This is an optimization exercise on Yosys and OpenROAD, whose aim is small area, not a production implementation. At most, simulation tests tie the RTL to the original design; equivalence was not proved. Power figures rest on the tool's default switching activity, not on a simulated workload.

==> trial 18 <==
==> flow/design.v (excerpt) <==
module tower_defense_top (
    input  logic       clk,
    input  logic       reset_i,
    input  logic       visible_i,
    input  video_pkg::coord_t     x_i,
    input  video_pkg::coord_t     y_i,
    input  logic       btn_up_i,
    input  logic       btn_down_i,
    input  logic       btn_left_i,
    input  logic       btn_right_i,
    input  logic       btn_center_i,
    output video_pkg::rgb_t       pixel_o,
    output logic [3:0] lives_o
);
    game_pkg::press_t                   press;
    logic [9:0]               cur_x;
    logic [9:0]               cur_y;
    game_pkg::game_state_e              state;
    logic                     new_game;
    logic                     escape;
    logic [4:0]               pos;
    logic [4:0]               spawn_cnt;
    logic [6:0]               wrap;
    player_input player_input_inst (
        .clk          (clk),
        .reset_i      (reset_i),
        .x_i          (x_i),
        .y_i          (y_i),
        .btn_up_i     (btn_up_i),
        .btn_down_i   (btn_down_i),
        .btn_left_i   (btn_left_i),
        .btn_right_i  (btn_right_i),
        .btn_center_i (btn_center_i),
        .state_i      (state),
        .new_game_i   (new_game),
        .press_o      (press),
        .cur_x_o      (cur_x),
        .cur_y_o      (cur_y)
    );
    game_flow game_flow_inst (
        .clk        (clk),
        .reset_i    (reset_i),
        .center_i   (press.center),
        .escape_i   (escape),
        .state_o    (state),
        .lives_o    (lives_o),
        .new_game_o (new_game)
    );
    wave_engine wave_engine_inst (
        .clk         (clk),
        .reset_i     (reset_i),
        .state_i     (state),
        .new_game_i  (new_game),
        .pos_o       (pos),
        .spawn_cnt_o (spawn_cnt),
        .wrap_o      (wrap),
        .escape_o    (escape)
    );
    scene_render scene_render_inst (
        .x_i         (x_i),
        .y_i         (y_i),
        .visible_i   (visible_i),
        .state_i     (state),
        .cur_x_i     (cur_x),
        .cur_y_i     (cur_y),
        .pos_i       (pos),
        .spawn_cnt_i (spawn_cnt),
  ...
clock: 12.0 ns
lec_check: 0
abc_area: 1
cap_margin: 0
core_margin: 2
core_utilization: 62
cts_buf_list: sky130_fd_sc_hd__clkbuf_8
gpl_timing_driven: 0
setup_slack_margin: -0.25
slew_margin: 0
standard.sh (not shown) runs the stock make flow with config.mk's settings and CLKGATE_MAP_FILE= SYNTH_SCRIPT=/design/flow/synth_recipe.tcl, a recipe that flattens the netlist after the stock synthesis.
==> flow/flow/run.sh <==
#!/bin/bash
# Standard layout, with the smallest buffer on every input and output port
# instead of the delay cell buffer_ports picks by default.
set -euo pipefail
bash standard.sh 'BUFFER_PORTS_ARGS=-buffer_cell sky130_fd_sc_hd__buf_1' finish > standard_flow.log 2>&1
==> trial 76 (differences from trial 18) <==
--- a/flow/design.v
+++ b/flow/design.v
@@ -245,15 +245,15 @@
     logic        dneg;
     logic [1:0]  ksel;
     logic [7:0]  csel;
     logic        corner;
     logic        sx, sy;
     logic [4:0]  khb;
     logic        seg6end;
-    logic [4:0]  nhb;
+    logic [4:0]  hb;
     logic [4:0]  hx, hy;
     logic [4:0]  ar;
     logic        borrow;
     logic [5:0]  zax, zay;
     logic        zcx, zcy;
     logic [4:0]  xrx, xry;
     logic [5:0]  xqx, xqy;
@@ -318,19 +318,19 @@
             3'd0: begin sx = 1'b0; sy = 1'b1; khb = 5'(15 - 507 + 73 + 1); end
             3'd1: begin sx = 1'b0; sy = 1'b0; khb = 5'(15 - 507 - 307); end
             3'd2: begin sx = 1'b1; sy = 1'b0; khb = 5'(15 + 133 - 307 + 1); end
             3'd3: begin sx = 1'b1; sy = 1'b1; khb = 5'(15 + 133 + 177 + 2); end
             3'd4: begin sx = 1'b0; sy = 1'b1; khb = 5'(15 - 387 + 177 + 1); end
             default: begin sx = 1'b0; sy = 1'b0; khb = 5'(15 - 387 - 407); end
         endcase
-        hx = 5'(sx ? x_i[4:0] : ~x_i[4:0]);
-        hy = 5'(sy ? y_i[4:0] : ~y_i[4:0]);
-        if (corner)       nhb = 5'(game_pkg::radd(12'(game_pkg::radd(12'(hx), 12'(hy), 1'b0)), 12'(5'(33 - khb)), 1'b0));
-        else if (seg6end) nhb = 5'(game_pkg::radd(12'(x_i[4:0]), 12'd9, 1'b0));    
-        else              nhb = ~5'd15;
+        hx = 5'(sx ? ~x_i[4:0] : x_i[4:0]);
+        hy = 5'(sy ? ~y_i[4:0] : y_i[4:0]);
+        if (corner)       hb = 5'(game_pkg::radd(12'(game_pkg::radd(12'(hx), 12'(hy), 1'b0)), 12'(khb), 1'b0));
+        else if (seg6end) hb = 5'(game_pkg::radd(12'(~x_i[4:0]), 12'd23, 1'b0));    
+        else              hb = 5'd15;
         ar     = ar_i[ksel*5 +: 5];
         borrow = borrow_i[ksel];
         zax = {1'b0, x_i[9:5]} + {1'b0, x_i[4:0]};
         zcx = zax[5] || (zax[4:0] == 5'd31);
         xrx = zcx ? 5'(game_pkg::radd(12'(zax[4:0]), 12'd1, 1'b0)) : zax[4:0];
         xqx = 6'(game_pkg::radd(12'(x_i[9:5]), 12'd0, zcx));
         zay = {1'b0, y_i[9:5]} + {1'b0, y_i[4:0]};
@@ -346,25 +346,25 @@
         pp  = 8'(game_pkg::radd(12'(wrap_i), 12'(csel), borrow));
         xq2 = dneg ? {2'b00, xq} : ~{2'b00, xq};
         mm  = pp + xq2 + {7'd0, !cy};
         ex    = (mm[7:4] == 4'b0000) || (mm[7:3] == 5'b01001) || (mm[7:3] == 5'b01010);
         slot  = {mm[3] ^ mm[6], mm[2:0]};
         moved = !game_pkg::rge(12'(slot), 12'(pos_i));
         tneg  = first && borrow && (xq == 6'd0) && !cy;
-        dlo = 6'(game_pkg::radd(12'(r), 12'(nhb), 1'b1));
+        dlo = 6'(game_pkg::radd(12'(r), ~(12'(hb)), 1'b1));
         hit_o = valid && !tneg && ex &&
-                (moved ? (dlo[5] && dlo[4:0] != 5'd0) : (dlo[5] && r != 5'd30));
+                (moved ? (!dlo[5] && dlo != 6'd0) : (!dlo[5] && r != 5'd30));
     end
 endmodule
 module scene_render (
     input  video_pkg::coord_t     x_i,
     input  video_pkg::coord_t     y_i,
     input  logic                  visible_i,
     input  game_pkg::game_state_e state_i,
-    input  logic [9:0]            cur_x_i,    
+    input  logic [9:0]            cur_x_i,
     input  logic [9:0]            cur_y_i,
     input  logic [4:0]            pos_i,
     input  logic [4:0]            spawn_cnt_i,
     input  logic [6:0]            wrap_i,
     output video_pkg::rgb_t       pixel_o
 );
     logic       on_grid;
==> flow/flow/run.sh (replaced) <==
#!/bin/bash
# Standard layout, with the smallest buffer on every input and output port
# instead of the delay cell buffer_ports picks by default, and gates on
# paths with slack to spare sized down after global routing.
set -euo pipefail
bash standard.sh 'BUFFER_PORTS_ARGS=-buffer_cell sky130_fd_sc_hd__buf_1' 'RECOVER_POWER=100' finish > standard_flow.log 2>&1
Settings changed: SETUP_SLACK_MARGIN -0.25 to 0.0.
==> comparison table <==
metric                                                             trial 18    trial 76
Critical Path AT                                                    9.33 ns     9.17 ns
Non-filler cells, final                                               1,416       1,445
Switching power share of the total                                    43.8%       42.2%
Final weighted congestion in routability-driven placement              1.07        1.01
Post-DR wirelength/cell                                             15.7 µm     15.4 µm
Clock network area share                                              1.12%       1.39%
All-layer global routing usage                                        31.9%       31.6%
IR drop worst, VDD                                                0.0457 mV   0.0787 mV
Sequential share of cell area                                         11.2%       11.0%
Non-Clock Inverter Count                                                204         212
Proportion of netlist area held by the largest area contributor       15.0%       14.8%
Static leakage                                                   0.00408 µW  0.00426 µW
Number of global-route vias before repair                             7,486       7,495
Fraction of standard cell area in multi-input logic                   72.6%       71.7%
Share of the clock period used by the worst path after layout         97.8%       96.4%
Outcome                                    no timing/DRC/antenna violations  no timing/DRC/antenna violations


==> trial 28: inputs <==
tower_defense_top, a different RTL version from the one above (not shown whole).
// tower_defense_top
module tower_defense_top (
    input  logic       clk,
    input  logic       reset_i,
    input  logic       visible_i,
    input  video_pkg::coord_t     x_i,
    input  video_pkg::coord_t     y_i,
    input  logic       btn_up_i,
    input  logic       btn_down_i,
    input  logic       btn_left_i,
    input  logic       btn_right_i,
    input  logic       btn_center_i,
    output video_pkg::rgb_t       pixel_o,
    output logic [3:0] lives_o
);
Settings: LEC_CHECK=0, ABC_AREA=1, CAP_MARGIN=20, CORE_MARGIN=2, CORE_UTILIZATION=60, SETUP_SLACK_MARGIN=0.4, SLEW_MARGIN=20; clock period 12.0 ns.
run.sh (not shown) runs the stock make flow with config.mk's settings and CLKGATE_MAP_FILE= SYNTH_SCRIPT=/design/flow/synth_recipe.tcl, a recipe that flattens the netlist after the stock synthesis.
Stock flow here: none of the scripts above is used.
==> trial 71 (differences from trial 28) <==
--- a/flow/design.v
+++ b/flow/design.v
@@ -95,44 +95,48 @@
     input  logic        btn_right_i,
     input  logic        btn_center_i,
     input  game_pkg::game_state_e state_i,
     input  logic        new_game_i,
     output game_pkg::press_t      press_o,
-    output game_pkg::cursor_t     cursor_o
+    output logic [9:0]  cur_x_o,
+    output logic [9:0]  cur_y_o
 );
     logic    frame_strobe;
     game_pkg::press_t  btn_now;
     game_pkg::press_t  btn_prev_q;
-    game_pkg::cursor_t cursor_q;
+    logic [9:0] cx_q;
+    logic [9:0] cy_q;
+    logic       mv_x, mv_y, dec_x, dec_y;
     assign frame_strobe = (x_i == '0) && (y_i == '0);
     assign btn_now = {btn_up_i, btn_down_i, btn_left_i, btn_right_i, btn_center_i};
     assign press_o = frame_strobe ? game_pkg::press_t'(btn_now & ~btn_prev_q) : '0;
     always_ff @(posedge clk) begin
         if (reset_i) begin
             btn_prev_q <= '0;
         end else if (frame_strobe) begin
             btn_prev_q <= btn_now;
         end
     end
+    assign dec_y = press_o.up && cy_q != 10'd7;
+    assign dec_x = press_o.left && cx_q != 10'd7;
+    assign mv_y  = dec_y || (press_o.down && cy_q != 10'd449);
+    assign mv_x  = dec_x || (press_o.right && cx_q != 10'd605);
     always_ff @(posedge clk) begin
         if (reset_i || new_game_i) begin
-            cursor_q.x <= 5'(game_pkg::CURSOR_HOME_X);
-            cursor_q.y <= 5'(game_pkg::CURSOR_HOME_Y);
+            cx_q <= 10'd319;
+            cy_q <= 10'd241;
         end else if (state_i == game_pkg::ST_GAME) begin
-            if (press_o.up && cursor_q.y != '0) begin
-                cursor_q.y <= cursor_q.y - 1'b1;
-            end else if (press_o.down && cursor_q.y != 5'(game_pkg::GRID_H - 1)) begin
-                cursor_q.y <= cursor_q.y + 1'b1;
+            if (mv_y) begin
+                cy_q <= 10'(game_pkg::radd(12'(cy_q), dec_y ? 12'hfe6 : 12'd26, 1'b0));
             end
-            if (press_o.left && cursor_q.x != '0) begin
-                cursor_q.x <= cursor_q.x - 1'b1;
-            end else if (press_o.right && cursor_q.x != 5'(game_pkg::GRID_W - 1)) begin
-                cursor_q.x <= cursor_q.x + 1'b1;
+            if (mv_x) begin
+                cx_q <= 10'(game_pkg::radd(12'(cx_q), dec_x ? 12'hfe6 : 12'd26, 1'b0));
             end
         end
     end
-    assign cursor_o = cursor_q;
+    assign cur_x_o = cx_q;
+    assign cur_y_o = cy_q;
 endmodule
 module game_flow (
     input  logic        clk,
     input  logic        reset_i,
     input  logic        center_i,
@@ -353,11 +357,12 @@
 module scene_render (
     input  video_pkg::coord_t     x_i,
     input  video_pkg::coord_t     y_i,
     input  logic                  visible_i,
     input  game_pkg::game_state_e state_i,
-    input  game_pkg::cursor_t     cursor_i,
+    input  logic [9:0]            cur_x_i,
+    input  logic [9:0]            cur_y_i,
     input  logic [4:0]            pos_i,
     input  logic [4:0]            spawn_cnt_i,
     input  logic [6:0]            wrap_i,
     output video_pkg::rgb_t       pixel_o
 );
@@ -393,14 +398,12 @@
             if (c == 10'(26 * k)) mult26 = 1'b1;
         end
     endfunction
     assign on_grid = mult26(x_i) || mult26(y_i);
     assign on_path = path_hit(x_i, y_i);
-    assign cx7 = 10'(game_pkg::radd(12'({cursor_i.x, 4'b0}) + 12'({cursor_i.x, 3'b0}),
-                                    12'({cursor_i.x, 1'b0}), 1'b0)) + 10'd7;
-    assign cy7 = 10'(game_pkg::radd(12'({cursor_i.y, 4'b0}) + 12'({cursor_i.y, 3'b0}),
-                                    12'({cursor_i.y, 1'b0}), 1'b0)) + 10'd7;
+    assign cx7 = cur_x_i;
+    assign cy7 = cur_y_i;
     assign dx  = 10'(game_pkg::radd(12'(x_i), ~(12'(cx7)), 1'b1));
     assign dy  = 10'(game_pkg::radd(12'(y_i), ~(12'(cy7)), 1'b1));
     assign on_cursor = ((dy == 10'd5 || dy == 10'd6) && !ge(dx, 10'd12)) ||
                        ((dx == 10'd5 || dx == 10'd6) && !ge(dy, 10'd12));
     assign in_menu_banner = inr(x_i, 10'd160, 10'd479) && inr(y_i, 10'd100, 10'd139);
@@ -469,11 +472,12 @@
     input  logic       btn_center_i,
     output video_pkg::rgb_t       pixel_o,
     output logic [3:0] lives_o
 );
     game_pkg::press_t                   press;
-    game_pkg::cursor_t                  cursor;
+    logic [9:0]               cur_x;
+    logic [9:0]               cur_y;
     game_pkg::game_state_e              state;
     logic                     new_game;
     logic                     escape;
     logic [4:0]               pos;
     logic [4:0]               spawn_cnt;
@@ -489,11 +493,12 @@
         .btn_right_i  (btn_right_i),
         .btn_center_i (btn_center_i),
         .state_i      (state),
         .new_game_i   (new_game),
         .press_o      (press),
-        .cursor_o     (cursor)
+        .cur_x_o      (cur_x),
+        .cur_y_o      (cur_y)
     );
     game_flow game_flow_inst (
         .clk        (clk),
         .reset_i    (reset_i),
         .center_i   (press.center),
@@ -515,11 +520,12 @@
     scene_render scene_render_inst (
         .x_i         (x_i),
         .y_i         (y_i),
         .visible_i   (visible_i),
         .state_i     (state),
-        .cursor_i    (cursor),
+        .cur_x_i     (cur_x),
+        .cur_y_i     (cur_y),
         .pos_i       (pos),
         .spawn_cnt_i (spawn_cnt),
         .wrap_i      (wrap),
         .pixel_o     (pixel_o)
     );
- CORE_UTILIZATION: 60 -> 75
- GPL_TIMING_DRIVEN: default -> 0
- SETUP_SLACK_MARGIN: 0.4 -> 0.2
==> trial 67 (differences from trial 28) <==
--- a/flow/design.v
+++ b/flow/design.v
@@ -95,44 +95,48 @@
     input  logic        btn_right_i,
     input  logic        btn_center_i,
     input  game_pkg::game_state_e state_i,
     input  logic        new_game_i,
     output game_pkg::press_t      press_o,
-    output game_pkg::cursor_t     cursor_o
+    output logic [9:0]  cur_x_o,
+    output logic [9:0]  cur_y_o
 );
     logic    frame_strobe;
     game_pkg::press_t  btn_now;
     game_pkg::press_t  btn_prev_q;
-    game_pkg::cursor_t cursor_q;
+    logic [9:0] cx_q;
+    logic [9:0] cy_q;
+    logic       mv_x, mv_y, dec_x, dec_y;
     assign frame_strobe = (x_i == '0) && (y_i == '0);
     assign btn_now = {btn_up_i, btn_down_i, btn_left_i, btn_right_i, btn_center_i};
     assign press_o = frame_strobe ? game_pkg::press_t'(btn_now & ~btn_prev_q) : '0;
     always_ff @(posedge clk) begin
         if (reset_i) begin
             btn_prev_q <= '0;
         end else if (frame_strobe) begin
             btn_prev_q <= btn_now;
         end
     end
+    assign dec_y = press_o.up && cy_q != 10'd7;
+    assign dec_x = press_o.left && cx_q != 10'd7;
+    assign mv_y  = dec_y || (press_o.down && cy_q != 10'd449);
+    assign mv_x  = dec_x || (press_o.right && cx_q != 10'd605);
     always_ff @(posedge clk) begin
         if (reset_i || new_game_i) begin
-            cursor_q.x <= 5'(game_pkg::CURSOR_HOME_X);
-            cursor_q.y <= 5'(game_pkg::CURSOR_HOME_Y);
+            cx_q <= 10'd319;
+            cy_q <= 10'd241;
         end else if (state_i == game_pkg::ST_GAME) begin
-            if (press_o.up && cursor_q.y != '0) begin
-                cursor_q.y <= cursor_q.y - 1'b1;
-            end else if (press_o.down && cursor_q.y != 5'(game_pkg::GRID_H - 1)) begin
-                cursor_q.y <= cursor_q.y + 1'b1;
+            if (mv_y) begin
+                cy_q <= 10'(game_pkg::radd(12'(cy_q), dec_y ? 12'hfe6 : 12'd26, 1'b0));
             end
-            if (press_o.left && cursor_q.x != '0) begin
-                cursor_q.x <= cursor_q.x - 1'b1;
-            end else if (press_o.right && cursor_q.x != 5'(game_pkg::GRID_W - 1)) begin
-                cursor_q.x <= cursor_q.x + 1'b1;
+            if (mv_x) begin
+                cx_q <= 10'(game_pkg::radd(12'(cx_q), dec_x ? 12'hfe6 : 12'd26, 1'b0));
             end
         end
     end
-    assign cursor_o = cursor_q;
+    assign cur_x_o = cx_q;
+    assign cur_y_o = cy_q;
 endmodule
 module game_flow (
     input  logic        clk,
     input  logic        reset_i,
     input  logic        center_i,
@@ -353,11 +357,12 @@
 module scene_render (
     input  video_pkg::coord_t     x_i,
     input  video_pkg::coord_t     y_i,
     input  logic                  visible_i,
     input  game_pkg::game_state_e state_i,
-    input  game_pkg::cursor_t     cursor_i,
+    input  logic [9:0]            cur_x_i,
+    input  logic [9:0]            cur_y_i,
     input  logic [4:0]            pos_i,
     input  logic [4:0]            spawn_cnt_i,
     input  logic [6:0]            wrap_i,
     output video_pkg::rgb_t       pixel_o
 );
@@ -393,14 +398,12 @@
             if (c == 10'(26 * k)) mult26 = 1'b1;
         end
     endfunction
     assign on_grid = mult26(x_i) || mult26(y_i);
     assign on_path = path_hit(x_i, y_i);
-    assign cx7 = 10'(game_pkg::radd(12'({cursor_i.x, 4'b0}) + 12'({cursor_i.x, 3'b0}),
-                                    12'({cursor_i.x, 1'b0}), 1'b0)) + 10'd7;
-    assign cy7 = 10'(game_pkg::radd(12'({cursor_i.y, 4'b0}) + 12'({cursor_i.y, 3'b0}),
-                                    12'({cursor_i.y, 1'b0}), 1'b0)) + 10'd7;
+    assign cx7 = cur_x_i;
+    assign cy7 = cur_y_i;
     assign dx  = 10'(game_pkg::radd(12'(x_i), ~(12'(cx7)), 1'b1));
     assign dy  = 10'(game_pkg::radd(12'(y_i), ~(12'(cy7)), 1'b1));
     assign on_cursor = ((dy == 10'd5 || dy == 10'd6) && !ge(dx, 10'd12)) ||
                        ((dx == 10'd5 || dx == 10'd6) && !ge(dy, 10'd12));
     assign in_menu_banner = inr(x_i, 10'd160, 10'd479) && inr(y_i, 10'd100, 10'd139);
@@ -469,11 +472,12 @@
     input  logic       btn_center_i,
     output video_pkg::rgb_t       pixel_o,
     output logic [3:0] lives_o
 );
     game_pkg::press_t                   press;
-    game_pkg::cursor_t                  cursor;
+    logic [9:0]               cur_x;
+    logic [9:0]               cur_y;
     game_pkg::game_state_e              state;
     logic                     new_game;
     logic                     escape;
     logic [4:0]               pos;
     logic [4:0]               spawn_cnt;
@@ -489,11 +493,12 @@
         .btn_right_i  (btn_right_i),
         .btn_center_i (btn_center_i),
         .state_i      (state),
         .new_game_i   (new_game),
         .press_o      (press),
-        .cursor_o     (cursor)
+        .cur_x_o      (cur_x),
+        .cur_y_o      (cur_y)
     );
     game_flow game_flow_inst (
         .clk        (clk),
         .reset_i    (reset_i),
         .center_i   (press.center),
@@ -515,11 +520,12 @@
     scene_render scene_render_inst (
         .x_i         (x_i),
         .y_i         (y_i),
         .visible_i   (visible_i),
         .state_i     (state),
-        .cursor_i    (cursor),
+        .cur_x_i     (cur_x),
+        .cur_y_i     (cur_y),
         .pos_i       (pos),
         .spawn_cnt_i (spawn_cnt),
         .wrap_i      (wrap),
         .pixel_o     (pixel_o)
     );
- CAP_MARGIN: 20 -> 0
- CORE_UTILIZATION: 60 -> 62
- GPL_TIMING_DRIVEN: default -> 0
- SETUP_SLACK_MARGIN: 0.4 -> 0.2
- SLEW_MARGIN: 20 -> 0
==> flow_summary.ini <==
[cells_and_area]
clock_buffers = 5
signal_buffers = 166
reg.largest.list = player_input_inst.cursor_q (10), wave_engine_inst.wrap_q (7)
drive_gt1_frac = 0.187

[power_and_ir_drop]
p_int_w = 0.000386
p_sw_w = 0.000273
power_leader = combinational cells

[setup_path]
r2r_end = game_flow_inst.lives_q[1]

[synth]
synthSimpleGateAreaFrac = 0.326

[run_status]
status = finished clean

[place]
postPlaceCellArea_um2 = 10300

[clock_network]
insertion_delay_ps = 290
[end of results for trial 28]
==> flow_summary.ini <==
[synth]
synth_most_common_cell = nand2_1
synth_fa_ha_area_frac = 0.260
synthSimpleGateAreaFrac = 0.328
synth_mux_area_frac = 0.00503
syn_nets = 1445

[global_routing]
top_usage_layer = met2
grt_overflow = 74
met2_usage = 0.960

[run_status]
status = stopped before the end
stop_error = [ERROR GRT-0232] Routing congestion too high. Check the congestion heatmap in the GUI.
lastStage = global routing (5_1_grt)

[place]
postPlaceCellArea_um2 = 9050

[clock_network]
cts_buffers = 5
[end of results for trial 71]
==> flow_summary.ini <==
[synth]
postSynth.asyncResetShare = 0

[power_and_ir_drop]
p_int_w = 0.000416
p_sw_w = 0.000263
power_leader = combinational cells
pg_clk_w = 0.000169

[global_routing]
grt_overflow = 0
antenna_found_initial = 0

[setup_path]
path_buf_inv = 10
r2r_end = player_input_inst.cx_q[9]

[place]
postPlaceCellArea_um2 = 9090

[cells_and_area]
clock_buffers = 7
signal_buffers = 112

[run_status]
status = finished clean

[clock_network]
insertion_delay_ps = 280
[end of results for trial 67]
Only the layout flow was run in trial 28; the RTL was not checked for function there.

[static timing again, ports no longer ideal]
Ports are ideal in the flow. The routed layouts listed here were re-timed in OpenROAD.
Step 1: set_driving_cell puts a clkbuf_16 on clk and a buf_2 on each other input, an assumption about the parent block.
Step 2 times the ports against the registers' clock, not the clock port: input delays grow and output delays shrink by t, the midpoint of the rising clock arrivals with the driver on.
Slacks: ideal / step 1 / step 2; pairs: ideal / step 1.
run	t, ns	setup slack, ns	worst setup path at the end	clock arrival spread, ns	pins driven straight from the clock port
trial 18	0.351	0.268 / 0.248 / 0.248	input to output	0.017 / 0.018	1
trial 76	0.342	0.429 / 0.408 / 0.408	input to output	0.011 / 0.011	1
trial 28	0.320	0.788 / 0.762 / 0.762	input to output	0.009 / 0.008	1
trial 67	0.314	0.502 / 0.480 / 0.480	input to output	0.005 / 0.004	1
After both steps every run listed still meets setup and hold. For trial 28, which loses most, drivers alone change the setup slack by -0.026 ns; drivers and shift together by -0.026 ns.
